What follows belongs to an exercise in optimizing a design on an open flow for small area; a production flow would make more cautious choices.
Only simulation tests tie the RTL to the original design; equivalence was not proved.
Power figures rest on the tool's default switching activity, not on a simulated workload.

<file path="flow/design.v">
module operand_fetch_stage #(
  parameter int XLEN  = 32,
  parameter int NREGS = 32,
  parameter int AW    = 5
) (
  input  logic            clk,
  input  logic            nrst,
  input  logic            in_valid,
  output logic            in_ready,
  input  logic [AW-1:0]   rs1,
  input  logic [AW-1:0]   rs2,
  input  logic [XLEN-1:0] imm,
  input  logic            alu_src,
  input  logic [3:0]      fop_in,
  input  logic [AW-1:0]   rd_in,
  input  logic            flush,
  input  logic            wb_en,
  input  logic [AW-1:0]   wb_addr,
  input  logic [XLEN-1:0] wb_data,
  output logic            out_valid,
  input  logic            out_ready,
  output logic [XLEN-1:0] rda,
  output logic [XLEN-1:0] rdb,
  output logic [3:0]      fop,
  output logic [AW-1:0]   rd_out
);
  logic [XLEN-1:0] rf_q [NREGS];
  logic [XLEN-1:0] rf_d [NREGS];
  logic            out_valid_q, out_valid_d;
  logic [XLEN-1:0] rda_q, rda_d;
  logic [XLEN-1:0] rdb_q, rdb_d;
  logic [3:0]      fop_q, fop_d;
  logic [AW-1:0]   rd_q, rd_d;
  logic            accept;
  logic            wb_commit;
  logic [XLEN-1:0] rf_read_a;
  logic [XLEN-1:0] rf_read_b;
  logic [XLEN-1:0] operand_a;
  logic [XLEN-1:0] operand_b;
  assign in_ready  = !out_valid_q || out_ready;
  assign accept    = in_valid && in_ready;
  assign wb_commit = wb_en && (wb_addr != '0);
  assign out_valid = out_valid_q;
  assign rda       = rda_q;
  assign rdb       = rdb_q;
  assign fop       = fop_q;
  assign rd_out    = rd_q;
  always_comb begin
    rf_read_a = '0;
    rf_read_b = '0;
    if (rs1 != '0) rf_read_a = rf_q[rs1];
    if (rs2 != '0) rf_read_b = rf_q[rs2];
  end
  always_comb begin
    operand_a = rf_read_a;
    operand_b = alu_src ? imm : rf_read_b;
  end
  always_comb begin
    for (int i = 0; i < NREGS; i++) begin
      rf_d[i] = rf_q[i];
      if (wb_commit && (wb_addr == AW'(i))) rf_d[i] = wb_data;
    end
  end
  always_comb begin
    out_valid_d = out_valid_q;
    rda_d       = rda_q;
    rdb_d       = rdb_q;
    fop_d       = fop_q;
    rd_d        = rd_q;
    if (flush) begin
      out_valid_d = 1'b0;
    end else if (accept) begin
      out_valid_d = 1'b1;
      rda_d       = operand_a;
      rdb_d       = operand_b;
      fop_d       = fop_in;
      rd_d        = rd_in;
    end else if (out_ready) begin
      out_valid_d = 1'b0;
    end
  end
  always_ff @(posedge clk or negedge nrst) begin
    if (!nrst) begin
      out_valid_q <= 1'b0;
      rda_q       <= '0;
      rdb_q       <= '0;
      fop_q       <= '0;
      rd_q        <= '0;
      for (int i = 0; i < NREGS; i++) rf_q[i] <= '0;
    end else begin
      out_valid_q <= out_valid_d;
      rda_q       <= rda_d;
      rdb_q       <= rdb_d;
      fop_q       <= fop_d;
      rd_q        <= rd_d;
      for (int i = 0; i < NREGS; i++) rf_q[i] <= rf_d[i];
    end
  end
endmodule
</file>
<file path="flow/run.sh">
#!/bin/bash
# synth_recipe.tcl (not shown) runs the flow's synth.tcl, then flattens the netlist and writes it again
# the make line also repeats each setting of config.mk as NAME=value (left out here)
make -C /OpenROAD-flow-scripts/flow DESIGN_CONFIG=/design/flow/config.mk WORK_HOME=/design/flow/orfs CLKGATE_MAP_FILE= SYNTH_SCRIPT=/design/flow/synth_recipe.tcl finish
</file>
<file path="flow/config.mk">
export PLATFORM = sky130hd
export DESIGN_NAME = operand_fetch_stage
export DESIGN_NICKNAME = operand_fetch_stage
export VERILOG_FILES = /design/flow/design.v
export SDC_FILE = /design/flow/constraint.sdc
export NUM_CORES = 4
export LEC_CHECK = 0
export CAP_MARGIN = 20
export CORE_MARGIN = 2
export CORE_UTILIZATION = 40
export SLEW_MARGIN = 20
</file>
<file path="flow/constraint.sdc">
create_clock -name core_clock -period 5.0 [get_ports {clk}]
set_input_delay 1.0000 -clock core_clock [delete_from_list [all_inputs] [get_ports {clk}]]
set_output_delay 1.0000 -clock core_clock [all_outputs]
set_load 0.01 [all_outputs]
</file>
==> results.txt <==
## layer usage
layer	vias up	share of wire, %	routed length, um
met5	-	0.12	388
met4	32	9.2	28900
met3	1879	16	51000
met2	5557	38	121000
met1	25529	36	115000
li1	17918	-	-
## layout make-up
type	count	area (um2)
multi-input cells	3063	25800
fillers	12255	71600
clock buffers	152	3280
well taps	1781	2230
repair buffers	444	4270
flip-flops and latches	1066	26700
clock inverters	68	875
inverters	16	60.1
diodes	44	110
## metrics by stage
step	instances	cell area, um2	util (%)	total power, mW
floorplan	4582	54200	-	13.7
global placement	6363	59000	43.7	15.9
detailed placement	6366	59000	43.7	16.0
CTS	6586	63200	46.8	25.4
global route	6592	63200	46.8	26.2
finish	6634	63300	46.9	25.7
## worst paths after layout
check                            start           to  slack, ns  cells after the start
min in group core_clock        rd_q[1]      rd_q[1]       0.48                      2
max                             rs1[2]    rda_q[19]       0.99                     10
min reg2reg                    rd_q[1]      rd_q[1]       0.48                      2
max reg2reg                out_valid_q    rdb_q[25]       1.46                      9
min                               nrst  rf_q[24][1]       0.14                      1
max in group asynchronous         nrst  rf_q[23][3]       3.39                      3
## state kept, by name (all words and copies together) (netlist names)
name         flops
fop_q            4
out_valid_q      1
rd_q             5
rda_q           32
rdb_q           32
rf_q           992
## where the power goes
part / total [mW] / switching (mW) / internal (mW)
registers: 12.3 / 2.00 / 10.3
clock network: 9.54 / 4.02 / 5.52
logic: 3.90 / 2.01 / 1.90
## cell families after synthesis
group,Yosys count
AOI/OAI and AO/OA,1116
buffers and inverters,453
DFF,1066
muxes,1106
and+or+nand+nor,841
## cell usage in the layout (no fill, tap or decap), types with 44 or more instances in the layout
| cell | instances |
|---|---|
| nor2_4 | 64 |
| a22o_1 | 68 |
| a21oi_1 | 71 |
| nor3_1 | 64 |
| nand2_1 | 220 |
| a22oi_1 | 680 |
| nand4_1 | 110 |
| buf_4 | 227 |
| buf_12 | 46 |
| diode_2 | 44 |
| mux2i_1 | 87 |
| o21ai_0 | 81 |
| clkbuf_16 | 119 |
| nor2_1 | 72 |
| nand3_1 | 62 |
| mux2_2 | 1014 |
| and3_1 | 70 |
| dfrtp_1 | 1066 |
| clkdlybuf4s50_1 | 146 |
==> results.py <==
metrics = {
    "sta": {
        "tns_ns": 0,
        "fmax_mhz": 250,
        "tightestPinTransition_ns": 1.32,
        "rsz0062_at_grt": "no",
        "whs_ns": 0.139,
        "fin_ws_ns": 0.992,
        "finalHoldViolCount": 0,
        "skew_ns": 0.0341,
        "setup_viol": 0,
        "period_share_pct": 80.2,
        "slew_headroom_pct": 12.0,
        "slew_violations": 0,
        "fin_crit_ns": 4.01,
    },
    "detailed_routing": {
        "wl_per_cell_um": 47.6,
        "vias": 50915,
        "drt_iter0_drc": 10614,
        "drc": 0,
        "avgViaCountPerCell": 7.67,
        "ant_nets": 0,
        "drtPass1Iterations": 10,
        "wirelength_um": 315000,
    },
    "die": {
        "die_area_mm2": 0.139,
        "rows": 135,
        "coreArea_mm2": 0.135,
        "die_y_um": 372,
        "ios": 170,
        "initial_core_util_pct": 40.2,
        "die_w_um": 372,
    },
    "worst_setup_path": {
        "crit_type": "input port to register",
        "end_kind": "register",
        "arrival_ns": 4.63,
        "worst-path-buf-inv": 4,
        "cp_slowest_cell": "a2111oi_0",
        "slowest_delay_ns": 1.03,
        "cp_common_cell": "buf_4",
        "worstPathRequired_ns": 5.63,
        "startpoint_type": "input port",
        "cp_cell_sequence": "buf_2 -> buf_4 -> nand2b_2 -> buf_4 -> nor3_4 -> buf_4 -> a22oi_1 -> nand4_1 -> a2111oi_0 -> a21oi_1",
        "crit_path_max_fanout": 20,
        "cp_top_family": "buffers and inverters",
    },
    "synthesis": {
        "synth_flop_cell": "dfrtp_1",
        "ys_seq_elements": 1066,
        "synth_xor_area_share_pct": 0,
        "synthSimpleGateAreaFrac_pct": 8.38,
        "yosysTopAreaCell": "dfrtp_1",
        "async_flop_share_pct": 100,
        "muxShareOfSynthArea_pct": 22.9,
        "yosys.cell_count.top_type": "dfrtp_1",
        "synth-edff-count": 0,
        "synth.avg_cell_area_um2": 11.8,
        "postSynthCellCount": 4582,
        "synth_nets": 4677,
        "synth_area_mm2": 0.0542,
        "synth_common_cells": "dfrtp_1, mux2_2, a22oi_1",
        "synth-compound-area-share_pct": 15.4,
        "yosys_warnings": 3,
        "synth_top_family_by_area": "multiplexers",
        "synth_top_area_share_pct": 49.2,
        "synth_cell_types": 88,
        "synth-adder-area-share_pct": 0,
        "ys_top_cells_by_area": "dfrtp_1, mux2_2, a22oi_1",
        "synth_seq_area_share_pct": 49.2,
    },
    "grt": {
        "grt_pass1_vias": 47062,
        "track_usage_pct": 44.7,
        "grt_max_degree": 171,
        "grt_first_pass_wirelength_um": 419000,
        "grt.overflow.total": 0,
        "antenna_found_initial": 36,
        "met2_usage_pct": 59.0,
        "busiest_layer": "met2",
        "use_met3_pct": 23.1,
        "use_met1_pct": 55.5,
    },
    "clocking": {
        "cts_sinks": 1066,
        "cts_resized": 0,
        "clk_latency_ns": 0.80,
        "cts_tree": "built",
        "cts_root_buffer": "clkbuf_16",
        "htreeDepth": 3,
        "clk_pin_slew_ns": 0.06,
        "clk_path_buf_depth": 3,
        "numCtsBuffers": 118,
        "postCtsSetupBuffers": 0,
        "hold_buffers": 0,
    },
    "final_layout": {
        "fin_nets": 4804,
        "area_delta_synth_final_pct": 16.8,
        "drive_gt1_share_pct": 34.6,
    },
    "status": {
        "status": "finished clean",
    },
    "placed_design": {
        "pre_cts_slack_ns": 0.641,
        "post-dp-hpwl_um": 199000,
        "finalWeightedCongestion": 1.07,
        "port_buffers": 169,
    },
    "worst_hold_path": {
        "hp-class": "input port to async pin",
    },
    "run": {
        "maxCapViolCount": 0,
    },
    "power_and_ir_drop": {
        "p_leak_nw": 27.2,
        "power_density_mw_per_mm2": 406,
        "ir_worst_vdd_v": 0.000370,
    },
}

-- separate check: timing with driven ports --
How much do the figures lean on ideal ports? The routed layout below was timed once more, with nothing changed but the port constraints. Step 1 sets driving cells, clkbuf_16 on the clock port and buf_2 on the other inputs (assumed; they add their load-dependent delay and slew). Step 2 moves the port delays by t, midway between the first and last clock arrival at a register: inputs arrive t later, outputs are due t later. That takes back most of the time a late clock gives input paths. a / b / c = no drivers / after step 1 / after step 2; a / b = the first two.
t (ns): 0.877
setup WS [ns]: 0.992 / 0.916 / 0.039
worst setup path at the end: input to register
worst slew at a driven data input, ns: 0.15
cell pins on the clock port's net: 1
After both steps this run still meets setup and hold. The setup slack of this run moves by -0.076 ns with the drivers and by -0.953 ns with both steps.
